What follows belongs to an exercise in optimizing a design on an open flow for small area, a short achievable clock period and few clock cycles per item; a production flow would make more cautious choices.
The RTL was checked by simulation tests, not by an equivalence proof against the original design.

==> flow/flow/run.sh <==
#!/bin/bash
# The standard layout (standard.sh: ORFS from synthesis to the final layout), with two
# changes to how timing repair works; the SDC, clock period and everything else are unchanged:
#  - every port still gets its own buffer, but the smallest one (buf_1); repair resizes those on
#    critical paths.
# make's full output goes to flow_make.log; ORFS keeps each step's log under orfs/logs/.
set -euo pipefail
cd "$(dirname "$0")/.."
MARGIN=$(cat flow/margin.txt)
sed -E "s/ 'SETUP_SLACK_MARGIN=[^']*'//; s/ SETUP_SLACK_MARGIN=[^ ]+//; s/(make -C [^ ]+ )/\1SETUP_SLACK_MARGIN=${MARGIN} 'BUFFER_PORTS_ARGS=-buffer_cell sky130_fd_sc_hd__buf_1' /" standard.sh > standard_margin.sh
grep -q "SETUP_SLACK_MARGIN=${MARGIN} 'BUFFER_PORTS_ARGS" standard_margin.sh
bash standard_margin.sh > flow_make.log 2>&1
==> flow/constraint.sdc <==
create_clock -name core_clock -period 11.5 [get_ports {clk}]
set_input_delay 2.3000 -clock core_clock [delete_from_list [all_inputs] [get_ports {clk}]]
set_output_delay 2.3000 -clock core_clock [all_outputs]
set_load 0.01 [all_outputs]
==> flow/config.mk <==
export PLATFORM = sky130hd
export DESIGN_NAME = alu_arbiter
export DESIGN_NICKNAME = alu_arbiter
export VERILOG_FILES = /design/flow/design.v
export SDC_FILE = /design/flow/constraint.sdc
export NUM_CORES = 4
export LEC_CHECK = 0
export ABC_AREA = 1
export CAP_MARGIN = 20
export CORE_MARGIN = 2
export CORE_UTILIZATION = 45
export SETUP_SLACK_MARGIN = 5
export SLEW_MARGIN = 20
export TNS_END_PERCENT = 0
==> flow/standard.sh <==
#!/bin/bash
# synth_recipe.tcl (not shown) runs the flow's synth.tcl, then flattens the netlist and writes it again
# the make line also repeats each setting of config.mk as NAME=value (left out here)
make -C /OpenROAD-flow-scripts/flow DESIGN_CONFIG=/design/flow/config.mk WORK_HOME=/design/flow/orfs CLKGATE_MAP_FILE= SYNTH_SCRIPT=/design/flow/synth_recipe.tcl "${@:-finish}"
==> flow/design.v <==
package alu_pkg;
  localparam int unsigned DATA_W = 32;
  localparam int unsigned OP_W   = 4;
  localparam int unsigned SH_W   = 5;
  localparam logic [OP_W-1:0] OP_LRS  = 4'b0000;
  localparam logic [OP_W-1:0] OP_LLS  = 4'b0001;
  localparam logic [OP_W-1:0] OP_ARS  = 4'b0010;
  localparam logic [OP_W-1:0] OP_ALS  = 4'b0011;
  localparam logic [OP_W-1:0] OP_ADD  = 4'b0100;
  localparam logic [OP_W-1:0] OP_SUB  = 4'b0101;
  localparam logic [OP_W-1:0] OP_MUL  = 4'b0110;
  localparam logic [OP_W-1:0] OP_AND  = 4'b1000;
  localparam logic [OP_W-1:0] OP_OR   = 4'b1001;
  localparam logic [OP_W-1:0] OP_NOR  = 4'b1010;
  localparam logic [OP_W-1:0] OP_NAND = 4'b1011;
  localparam logic [OP_W-1:0] OP_XOR  = 4'b1100;
  localparam int unsigned MUL_K     = 4;
  localparam int unsigned MUL_STEPS = DATA_W / MUL_K;
  localparam int unsigned MUL_CNT_W = 3;   
endpackage
import alu_pkg::*;
module alu_arbiter_alu
(
  input  logic [DATA_W-1:0] op1,
  input  logic [DATA_W-1:0] op2,
  input  logic [OP_W-1:0]   alu_op,
  output logic [DATA_W-1:0] result_c,   
  output logic              ovf_c,
  output logic              err_c
);
  logic              s_add, s_shr, s_shl, s_mul, sub, ars, als;
  logic [3:0]        lut;
  logic [DATA_W-1:0] b_x;
  logic [DATA_W-1:0] sum;
  logic [DATA_W-1:0] p0, gg, gp;
  logic              add_ovf;
  logic              fill;
  logic [DATA_W-1:0] x;
  logic [DATA_W-1:0] mask;
  logic              drop_or;    
  logic              drop_and;   
  logic              sh_ovf;
  logic [DATA_W-1:0] logic_r;
  logic [DATA_W-1:0] shl_r;
  always_comb begin
    s_add   = (alu_op == OP_ADD) || (alu_op == OP_SUB);
    sub     = alu_op[0];
    s_shr   = (alu_op == OP_LRS) || (alu_op == OP_ARS);
    s_shl   = (alu_op == OP_LLS) || (alu_op == OP_ALS);
    ars     = (alu_op == OP_ARS);
    als     = alu_op[1];
    s_mul   = (alu_op == OP_MUL);
    err_c   = (alu_op == 4'b0111) || (alu_op == 4'b1101) || (alu_op == 4'b1110) ||
              (alu_op == 4'b1111);
    case (alu_op)
      OP_AND:  lut = 4'b1000;
      OP_OR:   lut = 4'b1110;
      OP_NOR:  lut = 4'b0001;
      OP_NAND: lut = 4'b0111;
      OP_XOR:  lut = 4'b0110;
      default: lut = 4'b0000;
    endcase
    b_x = op2 ^ {DATA_W{sub}};
    p0  = op1 ^ b_x;
    gg  = op1 & b_x;
    gp  = p0;
    gg[0] = gg[0] | (p0[0] & sub);
    for (int l = 0; (1 << l) < DATA_W; l++)
      for (int i = 0; i < DATA_W; i++)
        if (i & (1 << l)) begin
          gg[i] = gg[i] | (gp[i] & gg[((i >> l) << l) - 1]);
          gp[i] = gp[i] & gp[((i >> l) << l) - 1];
        end
    sum      = p0 ^ {gg[DATA_W-2:0], sub};
    add_ovf  = (op1[DATA_W-1] == b_x[DATA_W-1]) && (sum[DATA_W-1] != op1[DATA_W-1]);
    fill = ars & op1[DATA_W-1];
    for (int i = 0; i < DATA_W; i++) x[i] = s_shl ? op1[DATA_W-1-i] : op1[i];
    drop_or  = 1'b0;
    drop_and = 1'b1;
    for (int k = SH_W - 1; k >= 0; k--) begin
      mask = DATA_W'((64'd1 << (1 << k)) - 64'd1);
      if (op2[k]) begin
        drop_or  = drop_or | (|(x & mask));
        drop_and = drop_and & (&(x | ~mask));
        x        = (x >> (1 << k)) | ({DATA_W{fill}} & ~({DATA_W{1'b1}} >> (1 << k)));
      end
    end
    for (int i = 0; i < DATA_W; i++) shl_r[i] = x[DATA_W-1-i];
    sh_ovf = als ? !((drop_and & x[0]) | (!drop_or & !x[0])) : drop_or;
    for (int i = 0; i < DATA_W; i++) logic_r[i] = lut[{op1[i], op2[i]}];
    result_c = logic_r
             | ({DATA_W{s_add}} & sum)
             | ({DATA_W{s_shr}} & x)
             | ({DATA_W{s_shl}} & shl_r)
             | ({DATA_W{s_mul}} & op2);
    ovf_c    = (s_add & add_ovf) | (s_shl & sh_ovf);
  end
endmodule
module alu_arbiter_mul
(
  input  logic [DATA_W-1:0]       op1,
  input  logic [DATA_W-1:0]       mpl,
  input  logic                    prev,
  input  logic [DATA_W-1:0]       hi,
  output logic [DATA_W+MUL_K-1:0] acc_c
);
  localparam int N = DATA_W + MUL_K;
  localparam int R = MUL_K / 2;
  always_comb begin
    logic [MUL_K:0]  bx;
    logic            neg, one, two;
    logic [DATA_W:0] pp;
    logic [N-1:0]    ps, pc, kv, tv, cc;
    logic [N-1:0]    gg, gp, p0;
    bx = {mpl[MUL_K-1:0], prev};
    kv = '0;
    kv = kv - ({{(N-1){1'b0}}, 1'b1} << (DATA_W - 1));
    for (int j = 0; j < R; j++) kv = kv - ({{(N-1){1'b0}}, 1'b1} << (DATA_W + 2 * j));
    ps = {{MUL_K{1'b0}}, ~hi[DATA_W-1], hi[DATA_W-2:0]};
    pc = '0;
    for (int j = 0; j < R; j++) begin
      neg = bx[2*j+2];
      one = bx[2*j+1] ^ bx[2*j];
      two = (bx[2*j+2] & !bx[2*j+1] & !bx[2*j]) | (!bx[2*j+2] & bx[2*j+1] & bx[2*j]);
      pp  = ({(DATA_W+1){one}} & {op1[DATA_W-1], op1}) | ({(DATA_W+1){two}} & {op1, 1'b0});
      pp  = pp ^ {(DATA_W+1){neg}};
      pp[DATA_W] = ~pp[DATA_W];
      kv[2*j] = neg;
      tv  = {{(MUL_K-1){1'b0}}, pp};
      tv  = tv << (2 * j);
      if (j == 0) begin
        pc = tv;
      end else begin
        cc = ((ps & pc) | (ps & tv) | (pc & tv)) << 1;
        ps = ps ^ pc ^ tv;
        pc = cc;
      end
    end
    cc = ((ps & pc) | (ps & kv) | (pc & kv)) << 1;
    ps = ps ^ pc ^ kv;
    p0 = ps ^ cc;
    gg = ps & cc;
    gp = p0;
    for (int l = 0; (1 << l) < N; l++)
      for (int i = (2 << l) - 1; i < N; i += (2 << l)) begin
        gg[i] = gg[i] | (gp[i] & gg[i - (1 << l)]);
        gp[i] = gp[i] & gp[i - (1 << l)];
      end
    for (int l = 5; l >= 0; l--)
      for (int i = 3 * (1 << l) - 1; i < N; i += (2 << l)) begin
        if ((1 << l) < N) begin
          gg[i] = gg[i] | (gp[i] & gg[i - (1 << l)]);
          gp[i] = gp[i] & gp[i - (1 << l)];
        end
      end
    acc_c = p0 ^ {gg[N-2:0], 1'b0};
  end
endmodule
import alu_pkg::*;
module alu_arbiter
#(
  parameter int unsigned RR_INIT = 0
) (
  input  logic              clk,
  input  logic              resetn,
  input  logic              req0_valid,
  output logic              req0_ready,
  input  logic [DATA_W-1:0] req0_op1,
  input  logic [DATA_W-1:0] req0_op2,
  input  logic [OP_W-1:0]   req0_alu_op,
  input  logic              req1_valid,
  output logic              req1_ready,
  input  logic [DATA_W-1:0] req1_op1,
  input  logic [DATA_W-1:0] req1_op2,
  input  logic [OP_W-1:0]   req1_alu_op,
  output logic              rsp0_valid,
  input  logic              rsp0_ready,
  output logic              rsp1_valid,
  input  logic              rsp1_ready,
  output logic [DATA_W-1:0] rsp_result,
  output logic              rsp_zero,
  output logic              rsp_ovf,
  output logic              rsp_err,
  output logic              busy
);
  localparam int unsigned CNT_W = MUL_CNT_W;
  logic              busy_q;
  logic              mul_q;     
  logic [CNT_W-1:0]  cnt_q;
  logic              gid;
  logic              last;
  logic [DATA_W-1:0] res_q;     
  logic              ovf_q;
  logic              err_q;
  logic              s_mul_q;   
  logic [DATA_W-1:0] a_q;       
  logic [DATA_W-1:0] hi_q;      
  logic              prev_q;    
  logic              grant_c;
  logic              hs_c;
  logic              take_c;
  logic [DATA_W-1:0] a_in, b_in;
  logic [OP_W-1:0]   op_in;
  logic [DATA_W-1:0] alu_result_c;
  logic              alu_ovf_c, alu_err_c;
  logic [DATA_W+MUL_K-1:0] acc_c;
  always_comb begin
    grant_c    = (req0_valid && req1_valid) ? ~last : req1_valid;
    req0_ready = resetn && !busy_q && req0_valid && !grant_c;
    req1_ready = resetn && !busy_q && req1_valid && grant_c;
    hs_c       = req0_ready || req1_ready;
    a_in       = grant_c ? req1_op1 : req0_op1;
    b_in       = grant_c ? req1_op2 : req0_op2;
    op_in      = grant_c ? req1_alu_op : req0_alu_op;
    take_c     = (rsp0_valid && rsp0_ready) || (rsp1_valid && rsp1_ready);
    busy       = busy_q;
  end
  alu_arbiter_alu u_alu (
    .op1      (a_in),
    .op2      (b_in),
    .alu_op   (op_in),
    .result_c (alu_result_c),
    .ovf_c    (alu_ovf_c),
    .err_c    (alu_err_c)
  );
  alu_arbiter_mul u_mul (
    .op1   (a_q),
    .mpl   (res_q),
    .prev  (prev_q),
    .hi    (hi_q),
    .acc_c (acc_c)
  );
  always_comb begin
    rsp_result = res_q;
    rsp_zero   = ~|res_q;
    rsp_ovf    = s_mul_q ? (hi_q != {DATA_W{res_q[DATA_W-1]}}) : ovf_q;
    rsp_err    = err_q;
  end
  always_ff @(posedge clk or negedge resetn) begin
    if (!resetn) begin
      busy_q     <= 1'b0;
      mul_q      <= 1'b0;
      cnt_q      <= '0;
      gid        <= 1'b0;
      last       <= (RR_INIT == 0) ? 1'b1 : 1'b0;
      rsp0_valid <= 1'b0;
      rsp1_valid <= 1'b0;
    end else begin
      if (hs_c) begin
        busy_q     <= 1'b1;
        gid        <= grant_c;
        last       <= grant_c;
        mul_q      <= (op_in == OP_MUL);
        cnt_q      <= '0;
        rsp0_valid <= (op_in != OP_MUL) && !grant_c;
        rsp1_valid <= (op_in != OP_MUL) && grant_c;
      end else if (mul_q) begin
        cnt_q <= cnt_q + 1'b1;
        if (cnt_q == CNT_W'(MUL_STEPS - 1)) begin
          mul_q      <= 1'b0;
          rsp0_valid <= !gid;
          rsp1_valid <= gid;
        end
      end else if (take_c) begin
        busy_q     <= 1'b0;
        rsp0_valid <= 1'b0;
        rsp1_valid <= 1'b0;
      end
    end
  end
  always_ff @(posedge clk) begin
    if (!busy_q) begin
      res_q   <= alu_result_c;
      ovf_q   <= alu_ovf_c;
      err_q   <= alu_err_c;
      s_mul_q <= (op_in == OP_MUL);
      a_q     <= a_in;
      hi_q    <= '0;
      prev_q  <= 1'b0;
    end else if (mul_q) begin
      hi_q   <= acc_c[DATA_W+MUL_K-1:MUL_K];
      res_q  <= {acc_c[MUL_K-1:0], res_q[DATA_W-1:MUL_K]};
      prev_q <= res_q[MUL_K-1];
    end
  end
endmodule
==> flow/flow/margin.txt <==
6.7
==> reports/metrics.yaml, run 1 <==
setup_path:
  worstSetupStartpointType: "primary input"
  path_max_fanout: 13
  rr_startpoint: "res_q[1]"
  cp.required_ns: 11.63
  critPathArrivalTime_ns: 5.51
  endpoint_kind: "flop"
  critical_path_class: "primary input to flop"
  path_cells: "buf_8 -> nand2_8 -> buf_4 -> buf_4 -> nand2_4 -> o21ai_2 -> inv_2 -> ha_1 -> nand3_1 -> nor2_1 -> a211oi_2 -> nand2_4 -> fa_2 -> a221oi_2 -> nand3_1 -> o21ai_1 -> inv_1"
  slowest_stage: "fa_2"
  critical_path.startpoint: "req0_valid"
  slowest_delay_ns: 0.47
synth:
  synth_edf_count: 67
  synth_commonest_cells: "nand2_1 (462), nand3_1 (395), inv_1 (216)"
  synth_top_family_by_area: "simple AND/OR/NAND/NOR gates"
  synth-simple-area-share_pct: 33.0
  yosys.area.top_type: "edfxtp_1"
  yosys_warnings: 3
  yosysMostFrequentCell: "nand2_1"
  synthArstFlopShare_pct: 8.26
  avgSynthCellArea_um2: 6.73
  synth_compound_area_share_pct: 15.6
  syn-num-nets: 2528
  synth_xor_area_share_pct: 6.70
  yosysUniqueCellTypes: 59
  ys_seq_elements: 109
  synth_area_leaders: "edfxtp_1 (13%), nand3_1 (13%), nand2_1 (12%)"
  yosysSeqAreaShare_pct: 19.3
  synth_top_area_share_pct: 13.4
  syn_area_um2: 15000
  synthAdderAreaFrac_pct: 15.4
  synthCells: 2233
  ys.flop_type: "edfxtp_1"
  muxShareOfSynthArea_pct: 0
global_route:
  grt_usage_pct: 35.2
  antenna_found_initial: 0
  grt_max_degree: 66
  first_global_vias: 15900
  grt_pass1_wl_um: 94000
  grt-ovfl-total: 0
die:
  die_x_um: 187
  die_h_um: 187
  core_area_um2: 32700
  ios: 182
  initial_core_util_pct: 45.9
  fp-row-count: 66
  fp.dieArea_um2: 34900
place:
  place.port_buffers: 181
  dp.cells: 2758
  place_congestion: 1.02
  place.detailed.hpwl_um: 45200
sta:
  period_needed_ns: 5.38
  period_share_pct: 46.8
  final-hold-violation-count: 0
  finalMaxSlewViolations: 0
  setup_tns_ns: 0
  setup_viol: 0
  skew_ns: 0.0111
  worstMarginPinSlew_ns: 0.852
  fmax_ghz: 0.186
  max-slew-margin-rel_pct: 43.2
  rsz0062_at_grt: "yes"
clock_network:
  cts_buffers: 9
  cts_sinks: 109
  cts_tree: "yes"
  ctsRootBufferMaster: "clkbuf_16"
  cts_buffer_depth: 2
  cts.clk_slew.worst_paths_ns: 0.08
  htreeDepth: 3
  clk_latency_ns: 0.37
routing:
  drc_errors: 0
  drtIter0Drc: 2015
  met1_length_um: 23900
  wl_per_cell_um: 22.1
  drtPass1Iterations: 6
  detail-route-antenna-nets: 0
  dr_wl_met3_um: 5460
  via_per_inst: 6.01
  wl_met2_um: 28800
  wl_um: 62700
  num_vias: 17100
  top_layer: "met4"
hold_path:
  hold_class: "flop to flop"
  hold_path_startpoint: "cnt_q[1]"
layout:
  drive_above_1_share_pct: 9.20
  area_growth_pct: 15.4
  nNetsFinal: 2682
  final_cells: 2835
  nFillCells: 3318
run_status:
  status: "no timing/DRC/antenna violations"
flow_run:
  drv_cap: 0
-- final timing paths --
path	cells after the start	end	slack, ns
hold reg to reg	1	cnt_q[1]	0.51
setup / recovery	17	res_q[16]	6.12
max in group asynchronous	1	last	9.52
hold / removal	1	cnt_q[1]	0.51
setup reg to reg	23	hi_q[29]	6.25
min in group asynchronous	1	rsp1_valid	1.75
-- registers in the layout, summed over array words and instances (netlist names) --
signal and count:
a_q 32, prev_q 1, res_q 32, ovf_q 1
last 1, gid 1, rsp1_valid 1, s_mul_q 1
rsp0_valid 1, hi_q 32, busy_q 1, mul_q 1
cnt_q 3, err_q 1
-- worst max-delay path, delay by kind of cell --
| kind | cells | cell delay (ns) |
|---|---|---|
| buffers and inverters | 5 | 0.64 |
| and+or+nand+nor | 6 | 0.68 |
| adders and majority gates | 2 | 0.86 |
| AOI/OAI and AO/OA | 4 | 1.01 |
-- stage by stage --
| stage | cell area (um^2) | worst slack (ns) | hold WS [ns] | util [%] |
|---|---|---|---|---|
| 2_1_floorplan | 15100 | 5.62 | 0.464 | - |
| 4_1_cts | 17100 | 6.22 | 0.508 | 52.2 |
| 5_1_grt | 17300 | 6.00 | 0.546 | 53.0 |
| 3_3_place_gp | 15800 | 4.41 | 0.485 | 48.4 |
| 3_5_place_dp | 15800 | 4.25 | 0.483 | 48.4 |
| 6_report | 17300 | 6.12 | 0.505 | 53.0 |
-- cell usage in the layout (no fill, tap or decap), drive strengths merged, types with 24 or more instances in the layout --
cell,netlist,routed
edfxtp,67,67
xor2,103,103
nor2,169,170
o21ai,152,152
fa,53,53
buf,70,242
o22ai,62,62
dfxtp,33,33
a21oi,105,105
ha,100,100
nand3,402,402
inv,226,228
nand4,24,24
nand2,485,488
-- layout make-up --
cell class / count / area (um^2) / share of cell area [%]
multi-input combinational: 1781 / 11000 / 63.4
sequential: 109 / 2900 / 16.7
timing repair buffer: 253 / 1660 / 9.55
inverter: 229 / 917 / 5.29
tap: 442 / 553 / 3.19
clock buffer: 9 / 225 / 1.30
clock inverter: 7 / 50.0 / 0.289
timing repair inverter: 4 / 33.8 / 0.195
antenna: 1 / 2.50 / 0.0144
-- cells by family (layout without fill, tap and decap cells) --
family | Yosys count | in the layout
compound gates | 396 | 396
xor+xnor | 115 | 115
fa+ha+maj | 153 | 153
buf+inv | 347 | 502
flops | 109 | 109
other cells | 0 | 1
simple gates | 1113 | 1117
-- layer usage --
layer	up-vias	GRT usage (%)
li1	7917	-
met1	7948	43.9
met2	991	57.3
met3	195	4.57
met4	0	22.6
met5	-	0
-- timing repair --
item / in CTS / in global routing
setup buffers: 28 / 13
pin swaps: 17 / 18
gates resized for setup: 92 / 30
endpoints found under the setup margin: 60 / 57
hold buffers: 0 / 0
cloned: 18 / 1
Testbench counts, summed over its fixed seeds: cycles 8,544, items 3,200.
==> run 2: changes to the inputs <==
==> flow/flow/margin.txt (replaced) <==
6.3
--- a/flow/config.mk
+++ b/flow/config.mk
@@ -9,5 +9,5 @@
 export CAP_MARGIN = 20
 export CORE_MARGIN = 2
-export CORE_UTILIZATION = 45
+export CORE_UTILIZATION = 60
 export SETUP_SLACK_MARGIN = 5
 export SLEW_MARGIN = 20
==> run 2 against run 1 <==
Maximum frequency fell by 1.1%. Routed wire length fell by 3.8%. Clock skew rose by 0.0022 ns. Non-clock buffer count fell by 13. Area after synthesis did not move. First-iteration DRC count rose by 10%. Largest cell class unchanged. Count of clock-buffer cells in the layout did not move. Die area fell by 25%. Still clean on timing, DRC and antenna.
==> reports/metrics.yaml, run 2 <==
run_status:
  status: "no timing/DRC/antenna violations"  # unchanged
layout:
  top_regs: "a_q: 32 flops, hi_q: 32 flops, res_q: 32 flops"  # unchanged
  nNetsFinal: 2671  # was 2682
  final_util_pct: 69.8  # was 53.0%
  final_common_cell: "nand2_1"  # unchanged
  drive_above_1_share_pct: 8.90  # was 9.20%
  antenna_cells: 0  # was 1
  final_cell_mix: "nand2_1 (454), nand3_1 (391), inv_1 (212)"  # was nand2_1 (453), nand3_1 (392), inv_1 (212)
  multi_input_area_um2: 11000  # about the same
  nFillCells: 2067  # was 3318
  ff_latch_area_um2: 2900  # unchanged
  area_growth_pct: 13.6  # was 15.4%
setup_path:
  cp.required_ns: 9.20  # was 11.63 ns
  critical_path_class: "primary input to primary output"  # was primary input to flop
  worstSetupStartpointType: "primary input"  # unchanged
  critPathArrivalTime_ns: 3.14  # was 5.51 ns
  r2r_slack_ns: 6.29  # was 6.25 ns
  path_max_fanout: 6  # was 13
  endpoint_kind: "primary output"  # was flop
place:
  place.port_buffers: 181  # unchanged
  place.detailed.hpwl_um: 42600  # was 45200 um
  dp_slack_ns: 3.92  # was 4.25 ns
  place_congestion: 0.999  # was 1.02
synth:
  synthArstFlopShare_pct: 8.26  # unchanged
  synth_commonest_cells: "nand2_1 (462), nand3_1 (395), inv_1 (216)"  # unchanged
  yosysUniqueCellTypes: 59  # unchanged
  synth_area_leaders: "edfxtp_1 (13%), nand3_1 (13%), nand2_1 (12%)"  # unchanged
  yosysSeqAreaShare_pct: 19.3  # unchanged
  yosys_warnings: 3  # unchanged
  yosys.area.top_type: "edfxtp_1"  # unchanged
  ys_seq_elements: 109  # unchanged
  ys.flop_type: "edfxtp_1"  # unchanged
  syn_area_um2: 15000  # unchanged
  synthCells: 2233  # unchanged
  synth_edf_count: 67  # unchanged
  syn-num-nets: 2528  # unchanged
  synth_top_area_share_pct: 13.4  # unchanged
  yosysMostFrequentCell: "nand2_1"  # unchanged
  avgSynthCellArea_um2: 6.73  # unchanged
sta:
  worstMarginPinSlew_ns: 0.891  # was 0.852 ns
  rsz0062_at_grt: "yes"  # unchanged
  skew_ns: 0.0133  # was 0.0111 ns
  setup_viol: 0  # unchanged
  max-slew-margin-rel_pct: 39.9  # was 43.2%
  final-hold-violation-count: 0  # unchanged
  period_needed_ns: 5.44  # was 5.38 ns
  fmax_ghz: 0.184  # was 0.186 GHz
  finalMaxSlewViolations: 0  # unchanged
  period_share_pct: 47.3  # was 46.8%
  setup_tns_ns: 0  # unchanged
  setup_slack_ns: 6.06  # was 6.12 ns
die:
  fp-row-count: 57  # was 66
  core_area_um2: 24500  # was 32700 um^2
  ios: 182  # unchanged
  die_x_um: 162  # was 187 um
  fp.dieArea_um2: 26300  # was 34900 um^2
  die_h_um: 162  # was 187 um
  initial_core_util_pct: 61.4  # was 45.9%
routing:
  wl_per_cell_um: 22.3  # was 22.1 um
  drc_errors: 0  # unchanged
  detail-route-antenna-nets: 0  # unchanged
  drtPass1Iterations: 7  # was 6
  num_vias: 17400  # was 17100
  drtIter0Drc: 2221  # was 2015
  wl_um: 60300  # was 62700 um
  via_per_inst: 6.42  # was 6.01
clock_network:
  cts_buffers: 9  # unchanged
  cts_buffer_depth: 2  # unchanged
  ctsRootBufferMaster: "clkbuf_16"  # unchanged
  cts_sinks: 109  # unchanged
  clk_latency_ns: 0.37  # about the same
  cts.clk_slew.worst_paths_ns: 0.08  # about the same
  hold_buffers: 0  # unchanged
  cts_tree: "yes"  # unchanged
  htreeDepth: 3  # unchanged
global_route:
  first_global_vias: 16200  # was 15900
  grt_pass1_wl_um: 89700  # was 94000 um
  grt_max_degree: 67  # was 66
  antenna_found_initial: 0  # unchanged
  grt-ovfl-total: 0  # unchanged
  grt_usage_pct: 44.6  # was 35.2%
hold_path:
  hold_class: "flop to flop"  # unchanged
flow_run:
  drv_cap: 0  # unchanged
-- run 2: cell type report --
type                    count  area share, %
flip-flops and latches    109           17.0
clock inverters             7          0.550
repair inverters            4          0.183
repair buffers            240           8.53
clock buffers               9           1.32
multi-input cells        1783           64.7
inverters                 229           5.32
well taps                 324           2.38
-- run 2: worst max-delay path, cell delays in order --
cell	delay, ns
buf_8	0.11
nand2_8	0.08
buf_8	0.14
buf_12	0.15
nand2_8	0.09
nor2_4	0.14
buf_6	0.12
-- run 2: stage by stage --
step                      instances  instance area, um^2  hold WS, ns
final                          2705                17100        0.511
after global routing           2705                17100        0.541
after CTS                      2678                16500        0.514
after detailed placement       2637                15700        0.499
after global placement         2637                15700        0.481
after floorplan                2233                15100        0.464
-- run 2: per-layer routing --
layer | track usage, % | share of wire (%)
met1 | 52.3 | 35
met3 | 8.78 | 11
met2 | 73.0 | 45
met4 | 32.0 | 8.7
met5 | 0 | 0
-- run 2: timing repair --
item	CTS	global route
cloned	10	7
setup endpoints to repair	57	51
pin swaps	11	18
resized for setup	74	50
buffers inserted	15	20
-- run 2: path summary, 6_finish.rpt --
kind,depth (start not counted),endpoint,startpoint
hold reg to reg,1,cnt_q[2],cnt_q[2]
setup / recovery,7,req1_ready,req0_valid
min in group asynchronous,1,rsp1_valid,resetn
hold / removal,1,cnt_q[2],cnt_q[2]
max in group asynchronous,1,last,resetn
setup reg to reg,23,hi_q[29],res_q[1]
-- run 2: cells by family (layout without fill, tap and decap cells) --
group	after synthesis	in the layout	synth area share, %
DFF	109	109	19.3
AOI/OAI and AO/OA	396	396	15.6
buffers and inverters	347	489	10.0
xor gates and xnor gates	115	115	6.70
and+or+nand+nor	1113	1119	33.0
adders and majority gates	153	153	15.4
==> run 3: changes to the inputs <==
==> flow/flow/margin.txt (replaced) <==
6.0
--- a/flow/config.mk
+++ b/flow/config.mk
@@ -9,5 +9,5 @@
 export CAP_MARGIN = 20
 export CORE_MARGIN = 2
-export CORE_UTILIZATION = 60
+export CORE_UTILIZATION = 45
 export SETUP_SLACK_MARGIN = 5
 export SLEW_MARGIN = 20
==> run 3 against run 2 <==
Non-clock buffer count down 8. Maximum frequency is 0.62% lower. Largest cell class unchanged. First-iteration DRC count fell by 9.4%. Still clean.
==> reports/metrics.yaml, run 3 <==
run_status:
  status: "no timing/DRC/antenna violations"  # unchanged
global_route:
  first_global_vias: 15400  # was 16200
  grt_pass1_wl_um: 90100  # was 89700 um
  grt_usage_pct: 33.4  # was 44.6%
  antenna_found_initial: 0  # unchanged
  grt-ovfl-total: 0  # unchanged
  grt_max_degree: 66  # was 67
setup_path:
  reg2reg_depth: 23  # unchanged
  endpoint_kind: "flop"  # was primary output
  critPathArrivalTime_ns: 5.72  # was 3.14 ns
  cp.required_ns: 11.75  # was 9.20 ns
  path_max_fanout: 21  # was 6
  worstSetupStartpointType: "primary input"  # unchanged
  critical_path_class: "primary input to flop"  # was primary input to primary output
synth:
  yosys.area.top_type: "edfxtp_1"  # unchanged
  synth_top_area_share_pct: 13.4  # unchanged
  yosysMostFrequentCell: "nand2_1"  # unchanged
  synth_commonest_cells: "nand2_1 (462), nand3_1 (395), inv_1 (216)"  # unchanged
  synth_area_leaders: "edfxtp_1 (13%), nand3_1 (13%), nand2_1 (12%)"  # unchanged
  yosysSeqAreaShare_pct: 19.3  # unchanged
  yosys_warnings: 3  # unchanged
  syn_area_um2: 15000  # unchanged
  synthArstFlopShare_pct: 8.26  # unchanged
  synth_edf_count: 67  # unchanged
  ys.flop_type: "edfxtp_1"  # unchanged
  ys_seq_elements: 109  # unchanged
  synthCells: 2233  # unchanged
  syn-num-nets: 2528  # unchanged
  yosysUniqueCellTypes: 59  # unchanged
  avgSynthCellArea_um2: 6.73  # unchanged
die:
  fp.dieArea_um2: 34900  # was 26300 um^2
  fp-row-count: 66  # was 57
  die_h_um: 187  # was 162 um
  die_x_um: 187  # was 162 um
  ios: 182  # unchanged
  initial_core_util_pct: 45.9  # was 61.4%
  core_area_um2: 32700  # was 24500 um^2
flow_run:
  drv_cap: 0  # unchanged
hold_path:
  hold_depth: 2  # was 1
  hold_class: "flop to flop"  # unchanged
place:
  place_congestion: 1.02  # was 0.999
  place.port_buffers: 181  # unchanged
  place.detailed.hpwl_um: 45200  # was 42600 um
sta:
  skew_ns: 0.0110  # was 0.0133 ns
  setup_tns_ns: 0  # unchanged
  max-slew-margin-rel_pct: 44.6  # was 39.9%
  setup_viol: 0  # unchanged
  final-hold-violation-count: 0  # unchanged
  rsz0062_at_grt: "yes"  # unchanged
  worstMarginPinSlew_ns: 0.822  # was 0.891 ns
  period_share_pct: 47.6  # was 47.3%
  period_needed_ns: 5.48  # was 5.44 ns
  finalMaxSlewViolations: 0  # unchanged
  fmax_ghz: 0.183  # was 0.184 GHz
layout:
  drive_above_1_share_pct: 7.47  # was 8.90%
  nNetsFinal: 2659  # was 2671
  top_regs: "a_q: 32 flops, hi_q: 32 flops, res_q: 32 flops"  # unchanged
  final_common_cell: "nand2_1"  # unchanged
  area_growth_pct: 12.3  # was 13.6%
  nFillCells: 3368  # was 2067
  antenna_cells: 0  # unchanged
  final_cell_mix: "nand2_1 (459), nand3_1 (392), inv_1 (213)"  # was nand2_1 (454), nand3_1 (391), inv_1 (212)
clock_network:
  cts_sinks: 109  # unchanged
  cts.clk_slew.worst_paths_ns: 0.08  # about the same
  hold_buffers: 0  # unchanged
  cts_buffer_depth: 2  # unchanged
  clk_latency_ns: 0.37  # about the same
  ctsRootBufferMaster: "clkbuf_16"  # unchanged
  cts_tree: "yes"  # unchanged
  cts_buffers: 9  # unchanged
  htreeDepth: 3  # unchanged
routing:
  via_per_inst: 5.95  # was 6.42
  num_vias: 16700  # was 17400
  detail-route-antenna-nets: 0  # unchanged
  drtIter0Drc: 2013  # was 2221
  wl_um: 61200  # was 60300 um
  drc_errors: 0  # unchanged
  wl_per_cell_um: 21.8  # was 22.3 um
  drtPass1Iterations: 6  # was 7
-- run 3: cell counts after synthesis --
Identical to the previous run, type by type.
-- run 3: cell families (layout without fill, tap and decap cells) --
logic type | after synthesis | count (layout) | share of synthesized area (%)
flops | 109 | 109 | 19.3
simple gates | 1113 | 1116 | 33.0
fa+ha+maj | 153 | 153 | 15.4
compound gates | 396 | 396 | 15.6
xor+xnor | 115 | 115 | 6.70
buf+inv | 347 | 480 | 10.0
-- run 3: repair_timing --
item | 4_1_cts | 5_1_grt
cloned | 3 | 10
endpoints found under the setup margin | 51 | 52
pin swaps | 3 | 16
buffers inserted | 4 | 20
hold endpoints to repair | 0 | 0
gates resized for setup | 30 | 57
-- run 3: cell type report --
type | instances | area [um^2] | share of cell area [%]
Multi-Input combinational cell | 1780 | 10900 | 64.5
Sequential cell | 109 | 2900 | 17.2
Timing Repair Buffer | 232 | 1320 | 7.83
Inverter | 229 | 916 | 5.43
Tap cell | 442 | 553 | 3.28
Clock buffer | 9 | 225 | 1.34
Clock inverter | 7 | 50.0 | 0.297
Timing Repair inverter | 3 | 30.0 | 0.178
-- run 3: critical path, stage by stage --
cell	delay, ns
buf_4	0.13
nand2_4	0.09
nand2_8	0.11
buf_16	0.19
nand2_1	0.07
nand2_1	0.36
ha_1	0.47
nand3_2	0.07
and2_4	0.16
nor2_4	0.14
o21ai_4	0.08
a21oi_4	0.21
inv_1	0.09
fa_1	0.40
or2_2	0.32
a21oi_2	0.16
a211oi_2	0.07
nand3_1	0.12
o21ai_1	0.07
inv_1	0.10
-- run 3: through the flow --
step                      util [%]  setup WS, ns  instances  cell area (um^2)  hold WS [ns]
final                         51.6          6.02       2811             16900         0.498
after global routing          51.6          5.89       2811             16900         0.540
after CTS                     49.9          5.71       2781             16300         0.499
after detailed placement      48.4          4.25       2758             15800         0.483
after global placement        48.4          4.41       2758             15800         0.485
after floorplan                  -          5.62       2233             15100         0.464
-- run 3: path summary, 6_finish.rpt --
check	startpoint	endpoint	slack, ns
worst max register to register	res_q[1]	hi_q[29]	6.18
worst min-delay path	last	last	0.50
max in group asynchronous	resetn	last	9.43
min in group asynchronous	resetn	rsp1_valid	1.79
worst min register to register	last	last	0.50
worst max-delay path	req0_valid	res_q[9]	6.02
-- run 3: metal layers --
metal	wire [um]	vias up	GRT usage (%)
li1	-	7855	-
met1	24000	7815	42.6
met2	28400	885	54.7
met3	4970	173	4.12
met4	3810	0	19.2
met5	0	-	0
==> run 4: changes to the inputs <==
==> flow/flow/margin.txt (replaced) <==
5.7
==> run 4 against run 3 <==
Still clean on timing, DRC and antenna. Area after synthesis did not move. Register-to-register slack worse by 0.46 ns. Synthesized cell count is the same. Cell area down 3.4%. Die area is the same.
==> reports/metrics.yaml, run 4 <==
setup_path:
  path_buf_inv: 5  # was 4
  slowest_delay_ns: 0.49  # was 0.47 ns
  worstSetupStartpointType: "primary input"  # unchanged
  slowest_stage: "fa_2"  # was ha_1
  critPathArrivalTime_ns: 6.05  # was 5.72 ns
  cp.required_ns: 11.63  # was 11.75 ns
  critical-path-top-delay-family: "compound AO/OA/AOI/OAI gates"  # was simple AND/OR/NAND/NOR gates
  r2r_slack_ns: 5.72  # was 6.18 ns
  endpoint_kind: "flop"  # unchanged
  critical_path_class: "primary input to flop"  # unchanged
  cp_common_cell: "nand2_4"
  path_cells: "buf_1 -> nand2_4 -> buf_4 -> buf_4 -> nand2_4 -> o21ai_2 -> inv_1 -> ha_1 -> a21oi_1 -> o21ai_0 -> a211oi_1 -> nand2_4 -> fa_2 -> a221oi_2 -> nand3_1 -> o21ai_1 -> inv_1"  # was buf_4 -> nand2_4 -> nand2_8 -> buf_16 -> nand2_1 -> nand2_1 -> ha_1 -> nand3_2 -> and2_4 -> nor2_4 -> o21ai_4 -> a21oi_4 -> inv_1 -> fa_1 -> or2_2 -> a21oi_2 -> a211oi_2 -> nand3_1 -> o21ai_1 -> inv_1
  path_max_fanout: 13  # was 21
flow_run:
  drv_cap: 0  # unchanged
layout:
  final_common_cell: "nand2_1"  # unchanged
  final_cell_mix: "nand2_1 (461), nand3_1 (394), inv_1 (216)"  # was nand2_1 (459), nand3_1 (392), inv_1 (213)
  nNetsFinal: 2628  # was 2659
  drive_above_1_share_pct: 5.26  # was 7.47%
  nFillCells: 3411  # was 3368
  top_regs: "a_q: 32 flops, hi_q: 32 flops, res_q: 32 flops"  # unchanged
  area_growth_pct: 8.45  # was 12.3%
  final_cells: 2780  # was 2811
  antenna_cells: 0  # unchanged
run_status:
  status: "no timing/DRC/antenna violations"  # unchanged
die:
  initial_core_util_pct: 45.9  # unchanged
  die_x_um: 187  # unchanged
  core_area_um2: 32700  # unchanged
  ios: 182  # unchanged
  die_h_um: 187  # unchanged
  fp-row-count: 66  # unchanged
  fp.dieArea_um2: 34900  # unchanged
routing:
  via_per_inst: 5.95  # about the same
  drtIter0Drc: 1997  # was 2013
  drtPass1Iterations: 6  # unchanged
  detail-route-antenna-nets: 0  # unchanged
  drc_errors: 0  # unchanged
  num_vias: 16500  # was 16700
  wl_um: 59100  # was 61200 um
  wl_per_cell_um: 21.3  # was 21.8 um
synth:
  syn_area_um2: 15000  # unchanged
  yosys.area.top_type: "edfxtp_1"  # unchanged
  synth_top_area_share_pct: 13.4  # unchanged
  yosysMostFrequentCell: "nand2_1"  # unchanged
  yosys_warnings: 3  # unchanged
  ys.flop_type: "edfxtp_1"  # unchanged
  synthCells: 2233  # unchanged
  syn-num-nets: 2528  # unchanged
  avgSynthCellArea_um2: 6.73  # unchanged
  yosysUniqueCellTypes: 59  # unchanged
  synth_commonest_cells: "nand2_1 (462), nand3_1 (395), inv_1 (216)"  # unchanged
  synthArstFlopShare_pct: 8.26  # unchanged
  yosysSeqAreaShare_pct: 19.3  # unchanged
  ys_seq_elements: 109  # unchanged
  synth_edf_count: 67  # unchanged
  synth_area_leaders: "edfxtp_1 (13%), nand3_1 (13%), nand2_1 (12%)"  # unchanged
sta:
  setup_tns_ns: 0  # unchanged
  period_share_pct: 51.5  # was 47.6%
  fmax_ghz: 0.169  # was 0.183 GHz
  skew_ns: 0.0104  # was 0.0110 ns
  worstMarginPinSlew_ns: 1.11  # was 0.822 ns
  setup_viol: 0  # unchanged
  max-slew-margin-rel_pct: 26.2  # was 44.6%
  final-hold-violation-count: 0  # unchanged
  period_needed_ns: 5.92  # was 5.48 ns
  rsz0062_at_grt: "yes"  # unchanged
  finalMaxSlewViolations: 0  # unchanged
global_route:
  grt_usage_pct: 33.4  # about the same
  antenna_found_initial: 0  # unchanged
  grt_max_degree: 66  # unchanged
  first_global_vias: 15400  # about the same
  grt_pass1_wl_um: 90000  # was 90100 um
  grt-ovfl-total: 0  # unchanged
clock_network:
  cts_tree: "yes"  # unchanged
  cts_buffer_depth: 2  # unchanged
  ctsRootBufferMaster: "clkbuf_16"  # unchanged
  cts_sinks: 109  # unchanged
  cts.clk_slew.worst_paths_ns: 0.08  # about the same
  cts_buffers: 9  # unchanged
  htreeDepth: 3  # unchanged
  clk_latency_ns: 0.37  # about the same
place:
  place_congestion: 1.02  # unchanged
  place.detailed.hpwl_um: 45200  # unchanged
  dp.cells: 2758  # unchanged
  place.port_buffers: 181  # unchanged
hold_path:
  hold_class: "flop to flop"  # unchanged
[run 4: cell counts after synthesis]
No cell type changed its count.
[run 4: layout make-up]
class,count,area (um^2),area share [%]
multi-input combinational,1779,10700,65.9
inverter,229,891,5.47
clock inverter,7,50.0,0.307
tap,442,553,3.39
sequential,109,2900,17.8
timing repair buffer,205,943,5.79
clock buffer,9,225,1.38
[run 4: through the flow]
| stage | hold slack [ns] | utilization [%] | worst slack, ns | area, um^2 |
|---|---|---|---|---|
| 3_3_place_gp | 0.485 | 48.4 | 4.41 | 15800 |
| 6_report | 0.500 | 49.8 | 5.58 | 16300 |
| 5_1_grt | 0.541 | 49.8 | 5.40 | 16300 |
| 2_1_floorplan | 0.464 | - | 5.62 | 15100 |
| 4_1_cts | 0.499 | 49.8 | 5.67 | 16300 |
| 3_5_place_dp | 0.483 | 48.4 | 4.25 | 15800 |
[run 4: tightest hold or removal path: cells and delay by family, from the launching register on]
family / cells / cell delay [ns]
flops: 1 / 0.39
simple gates: 2 / 0.11
[run 4: per-layer routing]
metal / vias to the layer above / wire, um / GRT usage [%]
li1: 7804 / - / -
met1: 7715 / 23600 / 42.5
met2: 846 / 27300 / 54.8
met3: 163 / 4640 / 4.08
met4: 0 / 3510 / 19.1
met5: - / 0 / 0
[run 4: cells by family (layout without fill, tap and decap cells)]
kind of cell               Yosys count  in the layout  share of synthesized area, %
adders and majority gates          153            153                          15.4
AOI/OAI and AO/OA                  396            396                          15.6
xor gates and xnor gates           115            115                          6.70
buffers and inverters              347            450                          10.0
and+or+nand+nor                   1113           1115                          33.0
DFF                                109            109                          19.3
[run 4: path summary, 6_finish.rpt]
path,from,to,cells past startpoint
min in group asynchronous,resetn,rsp1_valid,1
setup reg to reg,res_q[1],hi_q[29],22
setup / recovery,req0_valid,res_q[16],17
hold reg to reg,last,last,2
hold / removal,last,last,2
max in group asynchronous,resetn,busy_q,1
[run 4: repair_timing]
action,CTS,global route
gates cloned,3,0
hold buffers,0,0
resized for setup,28,1
setup endpoints to repair,45,39
buffers inserted,3,0
pin swaps,3,0
==> run 5: changes to the inputs <==
==> flow/flow/margin.txt (replaced) <==
6.3
==> run 5 against run 4 <==
Maximum frequency rose by 9.8%. Register-to-register slack improved by 0.54 ns. Synthesized cell count did not move. Cell area rose by 6.4%. Non-clock buffer count rose by 48. Count of clock-buffer cells in the layout did not move. Core utilization rose by 3.2 points. Cell count rose by 1.9%. Critical path type unchanged.
==> reports/metrics.yaml, run 5 <==
synth:
  synthArstFlopShare_pct: 8.26  # unchanged
  synthCells: 2233  # unchanged
  yosysMostFrequentCell: "nand2_1"  # unchanged
  synth_commonest_cells: "nand2_1 (462), nand3_1 (395), inv_1 (216)"  # unchanged
  yosysUniqueCellTypes: 59  # unchanged
  syn_area_um2: 15000  # unchanged
  synth_edf_count: 67  # unchanged
  synth_top_area_share_pct: 13.4  # unchanged
  synth_area_leaders: "edfxtp_1 (13%), nand3_1 (13%), nand2_1 (12%)"  # unchanged
  yosys_warnings: 3  # unchanged
  ys_seq_elements: 109  # unchanged
  yosysSeqAreaShare_pct: 19.3  # unchanged
  ys.flop_type: "edfxtp_1"  # unchanged
  syn-num-nets: 2528  # unchanged
  avgSynthCellArea_um2: 6.73  # unchanged
  yosys.area.top_type: "edfxtp_1"  # unchanged
sta:
  max-slew-margin-rel_pct: 44.2  # was 26.2%
  finalMaxSlewViolations: 0  # unchanged
  setup_viol: 0  # unchanged
  period_share_pct: 46.9  # was 51.5%
  period_needed_ns: 5.39  # was 5.92 ns
  worstMarginPinSlew_ns: 0.836  # was 1.11 ns
  setup_tns_ns: 0  # unchanged
  skew_ns: 0.0104  # about the same
  fmax_ghz: 0.186  # was 0.169 GHz
  final-hold-violation-count: 0  # unchanged
  rsz0062_at_grt: "yes"  # unchanged
  hold_ws_ns: 0.505  # was 0.500 ns
routing:
  detail-route-antenna-nets: 0  # unchanged
  wl_per_cell_um: 22.1  # was 21.3 um
  wl_um: 62700  # was 59100 um
  drtPass1Iterations: 7  # was 6
  drtIter0Drc: 1978  # was 1997
  drc_errors: 0  # unchanged
  via_per_inst: 5.99  # was 5.95
  num_vias: 17000  # was 16500
global_route:
  grt_pass1_wl_um: 94000  # was 90000 um
  grt_max_degree: 66  # unchanged
  first_global_vias: 15900  # was 15400
  grt_usage_pct: 35.2  # was 33.4%
  antenna_found_initial: 0  # unchanged
  grt-ovfl-total: 0  # unchanged
die:
  ios: 182  # unchanged
  fp-row-count: 66  # unchanged
  core_area_um2: 32700  # unchanged
  initial_core_util_pct: 45.9  # unchanged
  fp.dieArea_um2: 34900  # unchanged
  die_h_um: 187  # unchanged
  die_x_um: 187  # unchanged
setup_path:
  endpoint_kind: "flop"  # unchanged
  path_cells: "buf_8 -> nand2_8 -> buf_4 -> buf_4 -> nand2_4 -> o21ai_2 -> inv_2 -> ha_1 -> nand3_1 -> nor2_1 -> a211oi_2 -> nand2_4 -> fa_2 -> a221oi_2 -> nand3_1 -> o21ai_1 -> inv_1"  # was buf_1 -> nand2_4 -> buf_4 -> buf_4 -> nand2_4 -> o21ai_2 -> inv_1 -> ha_1 -> a21oi_1 -> o21ai_0 -> a211oi_1 -> nand2_4 -> fa_2 -> a221oi_2 -> nand3_1 -> o21ai_1 -> inv_1
  worstSetupStartpointType: "primary input"  # unchanged
  cp.required_ns: 11.63  # about the same
  path_max_fanout: 13  # unchanged
  slowest_stage: "fa_2"  # unchanged
  path_buf_inv: 5  # unchanged
  slowest_delay_ns: 0.47  # was 0.49 ns
  critPathArrivalTime_ns: 5.52  # was 6.05 ns
  reg2reg_depth: 23  # was 22
  cp.depth: 17  # unchanged
  critical_path_class: "primary input to flop"  # unchanged
  r2r_slack_ns: 6.26  # was 5.72 ns
  critical-path-top-delay-family: "compound AO/OA/AOI/OAI gates"  # unchanged
layout:
  top_regs: "a_q: 32 flops, hi_q: 32 flops, res_q: 32 flops"  # unchanged
  final_cell_mix: "nand2_1 (453), nand3_1 (392), inv_1 (212)"  # was nand2_1 (461), nand3_1 (394), inv_1 (216)
  nFillCells: 3322  # was 3411
  final_common_cell: "nand2_1"  # unchanged
  fin_area_um2: 17300  # was 16300 um^2
  antenna_cells: 0  # unchanged
  drive_above_1_share_pct: 9.20  # was 5.26%
  area_growth_pct: 15.4  # was 8.45%
  nNetsFinal: 2682  # was 2628
place:
  place.detailed.hpwl_um: 45200  # unchanged
  place.port_buffers: 181  # unchanged
  place_congestion: 1.02  # unchanged
  dpl_cell_area_um2: 15800  # unchanged
clock_network:
  htreeDepth: 3  # unchanged
  cts.clk_slew.worst_paths_ns: 0.08  # about the same
  cts_buffers: 9  # unchanged
  cts_tree: "yes"  # unchanged
  ctsRootBufferMaster: "clkbuf_16"  # unchanged
  cts_sinks: 109  # unchanged
  cts_buffer_depth: 2  # unchanged
  clk_latency_ns: 0.37  # about the same
flow_run:
  drv_cap: 0  # unchanged
hold_path:
  hold_depth: 1  # was 2
  hold_class: "flop to flop"  # unchanged
run_status:
  status: "no timing/DRC/antenna violations"  # unchanged
run 5: cell count changes in the layout (fill, tap and decap cells not counted), sizes merged:
cell,change
bufbuf,+9
nand2,+1
nor2,+1
buf,+37
clkinv,+1
clkinvlp,+3
clkbuf,+2
run 5: worst paths after layout:
| kind | from | end |
|---|---|---|
| setup / recovery | req0_valid | res_q[16] |
| hold / removal | cnt_q[1] | cnt_q[1] |
| setup reg to reg | res_q[1] | hi_q[29] |
| hold reg to reg | cnt_q[1] | cnt_q[1] |
| max in group asynchronous | resetn | last |
| min in group asynchronous | resetn | rsp1_valid |
run 5: logic make-up (layout without fill, tap and decap cells):
kind of cell	Yosys count	in the layout	share of synthesized area, %
simple gates	1113	1117	33.0
compound gates	396	396	15.6
buf+inv	347	502	10.0
fa+ha+maj	153	153	15.4
xor+xnor	115	115	6.70
flops	109	109	19.3
run 5: cell type report:
type / count / area (um^2) / share of cell area [%]
repair buffers: 253 / 1660 / 9.55
inverters: 229 / 917 / 5.29
well taps: 442 / 553 / 3.19
multi-input cells: 1781 / 11000 / 63.5
clock inverters: 7 / 50.0 / 0.289
flip-flops and latches: 109 / 2900 / 16.7
repair inverters: 4 / 33.8 / 0.195
clock buffers: 9 / 225 / 1.30
run 5: metrics by stage:
stage               cells  util, %  worst slack, ns
finish               2834     53.0             6.11
global route         2834     53.0             6.00
CTS                  2820     52.2             6.21
detailed placement   2758     48.4             4.25
global placement     2758     48.4             4.41
floorplan            2233        -             5.62
run 5: metal layers:
metal	up-vias	wire length, um	global-route usage, %
met1	7998	24600	43.8
met5	-	0	0
li1	7923	-	-
met2	853	28500	57.3
met4	0	4720	22.8
met3	210	4830	4.83
run 5: repair_timing:
| item | CTS | global route |
|---|---|---|
| resized for setup | 88 | 34 |
| gates cloned | 18 | 1 |
| buffers inserted | 28 | 13 |
| hold buffers | 0 | 0 |
| pin swaps | 16 | 18 |
| endpoints found under the setup margin | 56 | 53 |
==> run 6: changes to the inputs <==
--- a/flow/config.mk
+++ b/flow/config.mk
@@ -7,8 +7,8 @@
 export LEC_CHECK = 0
 export ABC_AREA = 1
-export CAP_MARGIN = 20
+export CAP_MARGIN = 0
 export CORE_MARGIN = 2
 export CORE_UTILIZATION = 45
 export SETUP_SLACK_MARGIN = 5
-export SLEW_MARGIN = 20
+export SLEW_MARGIN = 0
 export TNS_END_PERCENT = 0
==> run 6 against run 5 <==
Still clean on timing, DRC and antenna. Global-route usage stayed put. Via count stayed put. Maximum frequency stayed put. Critical path depth stayed put. Area after synthesis stayed put. Cell count stayed put. Sequential share of layout area stayed put. Cell area stayed put. Critical path type unchanged.
==> reports/metrics.yaml, run 6 <==
global_route:
  grt_usage_pct: 35.2  # unchanged
  grt-ovfl-total: 0  # unchanged
  grt_max_degree: 66  # unchanged
  antenna_found_initial: 0  # unchanged
  first_global_vias: 15900  # unchanged
  grt_pass1_wl_um: 94000  # unchanged
clock_network:
  ctsRootBufferMaster: "clkbuf_16"  # unchanged
  clk_latency_ns: 0.37  # about the same
  cts_tree: "yes"  # unchanged
  htreeDepth: 3  # unchanged
  cts.clk_slew.worst_paths_ns: 0.08  # about the same
  cts_buffers: 9  # unchanged
  cts_buffer_depth: 2  # unchanged
  cts_sinks: 109  # unchanged
  hold_buffers: 0  # unchanged
synth:
  synth_top_area_share_pct: 13.4  # unchanged
  yosysSeqAreaShare_pct: 19.3  # unchanged
  avgSynthCellArea_um2: 6.73  # unchanged
  synth_area_leaders: "edfxtp_1 (13%), nand3_1 (13%), nand2_1 (12%)"  # unchanged
  syn_area_um2: 15000  # unchanged
  yosys_warnings: 3  # unchanged
  synth_commonest_cells: "nand2_1 (462), nand3_1 (395), inv_1 (216)"  # unchanged
  synthCells: 2233  # unchanged
  synth_edf_count: 67  # unchanged
  synthArstFlopShare_pct: 8.26  # unchanged
  yosysMostFrequentCell: "nand2_1"  # unchanged
  yosys.area.top_type: "edfxtp_1"  # unchanged
  yosysUniqueCellTypes: 59  # unchanged
  syn-num-nets: 2528  # unchanged
  ys.flop_type: "edfxtp_1"  # unchanged
  ys_seq_elements: 109  # unchanged
place:
  dp.cells: 2758  # unchanged
  dpl_cell_area_um2: 15800  # unchanged
  place_congestion: 1.02  # unchanged
  place.port_buffers: 181  # unchanged
  place.detailed.hpwl_um: 45200  # unchanged
setup_path:
  slowest_stage: "fa_2"  # unchanged
  critical_path_class: "primary input to flop"  # unchanged
  slowest_delay_ns: 0.47  # about the same
  path_cells: "buf_8 -> nand2_8 -> buf_4 -> buf_4 -> nand2_4 -> o21ai_2 -> inv_2 -> ha_1 -> nand3_1 -> nor2_1 -> a211oi_2 -> nand2_4 -> fa_2 -> a221oi_2 -> nand3_1 -> o21ai_1 -> inv_1"  # unchanged
  reg2reg_depth: 23  # unchanged
  path_max_fanout: 13  # unchanged
  cp.required_ns: 11.63  # about the same
  r2r_slack_ns: 6.26  # about the same
  rr_startpoint: "res_q[1]"  # unchanged
  critPathArrivalTime_ns: 5.52  # about the same
  worstSetupStartpointType: "primary input"  # unchanged
  r2r-end: "hi_q[29]"  # unchanged
  endpoint_kind: "flop"  # unchanged
sta:
  period_share_pct: 46.9  # unchanged
  final-hold-violation-count: 0  # unchanged
  worstMarginPinSlew_ns: 0.836  # unchanged
  hold_ws_ns: 0.505  # unchanged
  setup_tns_ns: 0  # unchanged
  fmax_ghz: 0.186  # unchanged
  rsz0062_at_grt: "yes"  # unchanged
  finalMaxSlewViolations: 0  # unchanged
  setup_viol: 0  # unchanged
  skew_ns: 0.0104  # unchanged
  period_needed_ns: 5.39  # unchanged
  max-slew-margin-rel_pct: 44.2  # unchanged
layout:
  antenna_cells: 0  # unchanged
  area_growth_pct: 15.4  # unchanged
  final_cell_mix: "nand2_1 (453), nand3_1 (392), inv_1 (212)"  # unchanged
  nFillCells: 3322  # unchanged
  fin_area_um2: 17300  # unchanged
  final_common_cell: "nand2_1"  # unchanged
  drive_above_1_share_pct: 9.20  # unchanged
  top_regs: "a_q: 32 flops, hi_q: 32 flops, res_q: 32 flops"  # unchanged
  final_util_pct: 53.0  # unchanged
  final_cells: 2834  # unchanged
  nNetsFinal: 2682  # unchanged
routing:
  detail-route-antenna-nets: 0  # unchanged
  via_per_inst: 5.99  # unchanged
  num_vias: 17000  # unchanged
  wl_per_cell_um: 22.1  # unchanged
  drc_errors: 0  # unchanged
  drtIter0Drc: 1978  # unchanged
  wl_um: 62700  # unchanged
  drtPass1Iterations: 7  # unchanged
hold_path:
  min_to: "cnt_q[1]"  # unchanged
  hold_depth: 1  # unchanged
  hold_path_startpoint: "cnt_q[1]"  # unchanged
  hold_class: "flop to flop"  # unchanged
die:
  die_x_um: 187  # unchanged
  initial_core_util_pct: 45.9  # unchanged
  core_area_um2: 32700  # unchanged
  fp.dieArea_um2: 34900  # unchanged
  die_h_um: 187  # unchanged
  ios: 182  # unchanged
  fp-row-count: 66  # unchanged
flow_run:
  drv_cap: 0  # unchanged
run_status:
  status: "no timing/DRC/antenna violations"  # unchanged
## run 6: cell counts after synthesis
No cell type changed its count.
## run 6: per-layer routing
layer,vias up,share of wire [%],track usage [%]
li1,7923,-,-
met4,0,7.5,22.8
met5,-,0,0
met3,210,7.7,4.83
met1,7998,39,43.8
met2,853,46,57.3
## run 6: layout make-up
class	count	area [um^2]	area share, %
clock buffer	9	225	1.30
clock inverter	7	50.0	0.289
inverter	229	917	5.29
multi-input combinational	1781	11000	63.5
sequential	109	2900	16.7
tap	442	553	3.19
timing repair buffer	253	1660	9.55
timing repair inverter	4	33.8	0.195
## run 6: cell families (layout without fill, tap and decap cells)
logic type	Yosys count	after routing	synth area share [%]
AO/OA/AOI/OAI	396	396	15.6
adder cells (fa/ha/maj)	153	153	15.4
flip-flops	109	109	19.3
AND/OR/NAND/NOR	1113	1117	33.0
buffers and inverters	347	502	10.0
XOR/XNOR	115	115	6.70
## run 6: how the worst max path moves through the flow
stage / depth (start not counted) / slack (ns) / from / to
after floorplan: 25 / 5.62 / req0_valid / res_q[16]
after global placement: 24 / 4.41 / req0_valid / res_q[16]
after detailed placement: 24 / 4.25 / req0_valid / res_q[16]
after CTS: 21 / 6.21 / res_q[1] / hi_q[30]
after global routing: 23 / 6.00 / res_q[1] / hi_q[29]
final: 17 / 6.11 / req0_valid / res_q[16]
## run 6: stage by stage
stage / setup WS (ns)
6_report: 6.11
5_1_grt: 6.00
2_1_floorplan: 5.62
3_5_place_dp: 4.25
3_3_place_gp: 4.41
4_1_cts: 6.21
## run 6: timing repair
item                                    4_1_cts  5_1_grt
pin swaps                                    16       18
endpoints found under the setup margin       56       53
cloned                                       18        1
setup buffers                                28       13
resized for setup                            88       34
## run 6: worst max-delay path: cells and delay by family
kind | cells | cell delay [ns]
AND/OR/NAND/NOR | 6 | 0.69
buffers and inverters | 5 | 0.65
AO/OA/AOI/OAI | 4 | 1.02
adder cells (fa/ha/maj) | 2 | 0.86
==> run 7: changes to the inputs <==
==> flow/flow/margin.txt (replaced) <==
6.0
--- a/flow/config.mk
+++ b/flow/config.mk
@@ -7,8 +7,8 @@
 export LEC_CHECK = 0
 export ABC_AREA = 1
-export CAP_MARGIN = 0
+export CAP_MARGIN = 20
 export CORE_MARGIN = 2
 export CORE_UTILIZATION = 45
 export SETUP_SLACK_MARGIN = 5
-export SLEW_MARGIN = 0
-export TNS_END_PERCENT = 0
+export SLEW_MARGIN = 20
+export TNS_END_PERCENT = 5
==> run 7 against run 6 <==
Register-to-register slack worse by 0.05 ns. Sequential cell count unchanged. Critical endpoint is now res_q[9].
==> reports/metrics.yaml, run 7 <==
sta:
  period_share_pct: 47.9  # was 46.9%
  final-hold-violation-count: 0  # unchanged
  period_needed_ns: 5.51  # was 5.39 ns
  worstMarginPinSlew_ns: 0.870  # was 0.836 ns
  fmax_ghz: 0.181  # was 0.186 GHz
  finalMaxSlewViolations: 0  # unchanged
  hold_ws_ns: 0.499  # was 0.505 ns
synth:
  yosys_warnings: 3  # unchanged
  yosysMostFrequentCell: "nand2_1"  # unchanged
  yosysUniqueCellTypes: 59  # unchanged
  synth_commonest_cells: "nand2_1 (462), nand3_1 (395), inv_1 (216)"  # unchanged
  syn-num-nets: 2528  # unchanged
  avgSynthCellArea_um2: 6.73  # unchanged
  synthArstFlopShare_pct: 8.26  # unchanged
  syn_area_um2: 15000  # unchanged
  synth_top_area_share_pct: 13.4  # unchanged
  ys_seq_elements: 109  # unchanged
  yosysSeqAreaShare_pct: 19.3  # unchanged
  synthCells: 2233  # unchanged
place:
  place.port_buffers: 181  # unchanged
  place_congestion: 1.02  # unchanged
  place.detailed.hpwl_um: 45200  # unchanged
global_route:
  antenna_found_initial: 0  # unchanged
  first_global_vias: 15500  # was 15900
  grt_pass1_wl_um: 90700  # was 94000 um
  grt_max_degree: 66  # unchanged
  grt-ovfl-total: 0  # unchanged
clock_network:
  cts_tree: "yes"  # unchanged
  htreeDepth: 3  # unchanged
  clk_latency_ns: 0.37  # about the same
  cts.clk_slew.worst_paths_ns: 0.08  # about the same
  cts_sinks: 109  # unchanged
die:
  fp.dieArea_um2: 34900  # unchanged
  initial_core_util_pct: 45.9  # unchanged
  die_h_um: 187  # unchanged
  fp-row-count: 66  # unchanged
routing:
  num_vias: 16800  # was 17000
  wl_per_cell_um: 21.8  # was 22.1 um
  drc_errors: 0  # unchanged
  wl_um: 61500  # was 62700 um
  detail-route-antenna-nets: 0  # unchanged
  dr_wl_met3_um: 5050  # was 4830 um
  top_layer: "met4"  # unchanged
  drtPass1Iterations: 6  # was 7
  drtIter0Drc: 2056  # was 1978
  wl_met2_um: 28700  # was 28500 um
layout:
  area_growth_pct: 12.9  # was 15.4%
  multi_input_area_um2: 10900  # was 11000 um^2
  drive_above_1_share_pct: 7.71  # was 9.20%
  final_cell_mix: "nand2_1 (459), nand3_1 (392), inv_1 (213)"  # was nand2_1 (453), nand3_1 (392), inv_1 (212)
  final_common_cell: "nand2_1"  # unchanged
  final_util_pct: 51.8  # was 53.0%
  top_regs: "a_q: 32 flops, hi_q: 32 flops, res_q: 32 flops"  # unchanged
  nNetsFinal: 2664  # was 2682
  nFillCells: 3359  # was 3322
run_status:
  status: "no timing/DRC/antenna violations"  # unchanged
setup_path:
  worstSetupStartpointType: "primary input"  # unchanged
  endpoint_kind: "flop"  # unchanged
  critical_path_class: "primary input to flop"  # unchanged
  reg2reg_depth: 23  # unchanged
  r2r-end: "hi_q[29]"  # unchanged
  critPathArrivalTime_ns: 5.76  # was 5.52 ns
  r2r_slack_ns: 6.21  # was 6.26 ns
  rr_startpoint: "res_q[1]"  # unchanged
hold_path:
  hold_depth: 2  # was 1
  hold_path_startpoint: "last"  # was cnt_q[1]
  min_to: "last"  # was cnt_q[1]
  hold_class: "flop to flop"  # unchanged
flow_run:
  drv_cap: 0  # unchanged
[run 7: cell counts after synthesis]
Identical to the previous run, type by type.
[run 7: layout make-up]
cell class,count,share of cell area (%)
clock buffer,9,1.33
sequential,109,17.1
tap,442,3.26
timing repair inverter,3,0.177
clock inverter,7,0.295
timing repair buffer,237,8.22
multi-input combinational,1780,64.2
inverter,229,5.40
[run 7: what timing repair did]
item / in CTS / in global routing
buffers inserted: 6 / 22
gates resized for setup: 36 / 52
pin swaps: 3 / 18
gates cloned: 5 / 9
setup endpoints to repair: 51 / 52
hold buffers: 0 / 0
[run 7: cell families (layout without fill, tap and decap cells)]
family                   count (synthesis)  count (layout)  synth area share (%)
XOR/XNOR                               115             115                  6.70
AO/OA/AOI/OAI                          396             396                  15.6
AND/OR/NAND/NOR                       1113            1116                  33.0
flip-flops                             109             109                  19.3
adder cells (fa/ha/maj)                153             153                  15.4
buffers and inverters                  347             485                  10.0
[run 7: worst max-delay path by stage]
| stage | startpoint | to | slack [ns] | depth (start not counted) |
|---|---|---|---|---|
| after global placement | req0_valid | res_q[16] | 4.41 | 24 |
| final | req0_valid | res_q[9] | 5.99 | 20 |
| after CTS | res_q[1] | hi_q[30] | 5.76 | 21 |
| after floorplan | req0_valid | res_q[16] | 5.62 | 25 |
| after global routing | req0_valid | res_q[16] | 5.93 | 19 |
| after detailed placement | req0_valid | res_q[16] | 4.25 | 24 |
[run 7: stage by stage]
stage | std cells | setup slack [ns]
2_1_floorplan | 2233 | 5.62
3_3_place_gp | 2758 | 4.41
3_5_place_dp | 2758 | 4.25
4_1_cts | 2785 | 5.76
5_1_grt | 2816 | 5.93
6_report | 2816 | 5.99
[run 7: critical path, stage by stage]
cell and delay [ns]:
buf_4 0.13, nand2_4 0.09, nand2_8 0.11, buf_16 0.19
nand2_1 0.07, nand2_1 0.38, ha_1 0.48, nand3_2 0.08
and2_4 0.16, nor2_4 0.14, o21ai_4 0.08, a21oi_4 0.21
inv_1 0.09, fa_1 0.40, or2_2 0.32, a21oi_2 0.16
a211oi_2 0.08, nand3_1 0.12, o21ai_1 0.07, inv_1 0.09
[run 7: layer usage]
metal	global-route usage [%]	vias up
met4	19.1	0
li1	-	7870
met1	43.0	7867
met2	55.3	942
met3	4.18	164
met5	0	-

## afterwards: timing with drivers on the ports
Ports are ideal in the flow. The routed layouts listed here were re-timed in OpenROAD.
Step 1: set_driving_cell puts a clkbuf_16 on clk and a buf_2 on each other input, an assumption about the parent block.
Step 2 also shifts input and output timing later by t, the mid clock arrival at the registers, as if the neighbouring blocks saw the same clock.
a / b / c = no drivers / after step 1 / after step 2; a / b = the first two.
run	t (ns)	slack for setup (ns)	hold WS [ns]	clock arrival spread, ns	slew at the worst register clock pin (ns)
run 1	0.415	6.117 / 6.071 / 5.716	0.505 / 0.505 / 0.505	0.011 / 0.011	0.08 / 0.08
run 2	0.423	6.056 / 6.018 / 5.660	0.511 / 0.511 / 0.511	0.015 / 0.015	0.09 / 0.09
run 3	0.421	6.022 / 6.000 / 5.630	0.498 / 0.498 / 0.498	0.011 / 0.011	0.08 / 0.08
run 4	0.420	5.583 / 5.617 / 5.197	0.500 / 0.500 / 0.500	0.011 / 0.010	0.08 / 0.08
run 5	0.414	6.112 / 6.062 / 5.703	0.505 / 0.505 / 0.505	0.011 / 0.011	0.08 / 0.08
run 6	0.414	6.112 / 6.062 / 5.703	0.505 / 0.505 / 0.505	0.011 / 0.011	0.08 / 0.08
run 7	0.413	5.989 / 5.990 / 5.600	0.499 / 0.499 / 0.499	0.010 / 0.011	0.08 / 0.08
After both steps every run listed still meets setup and hold.
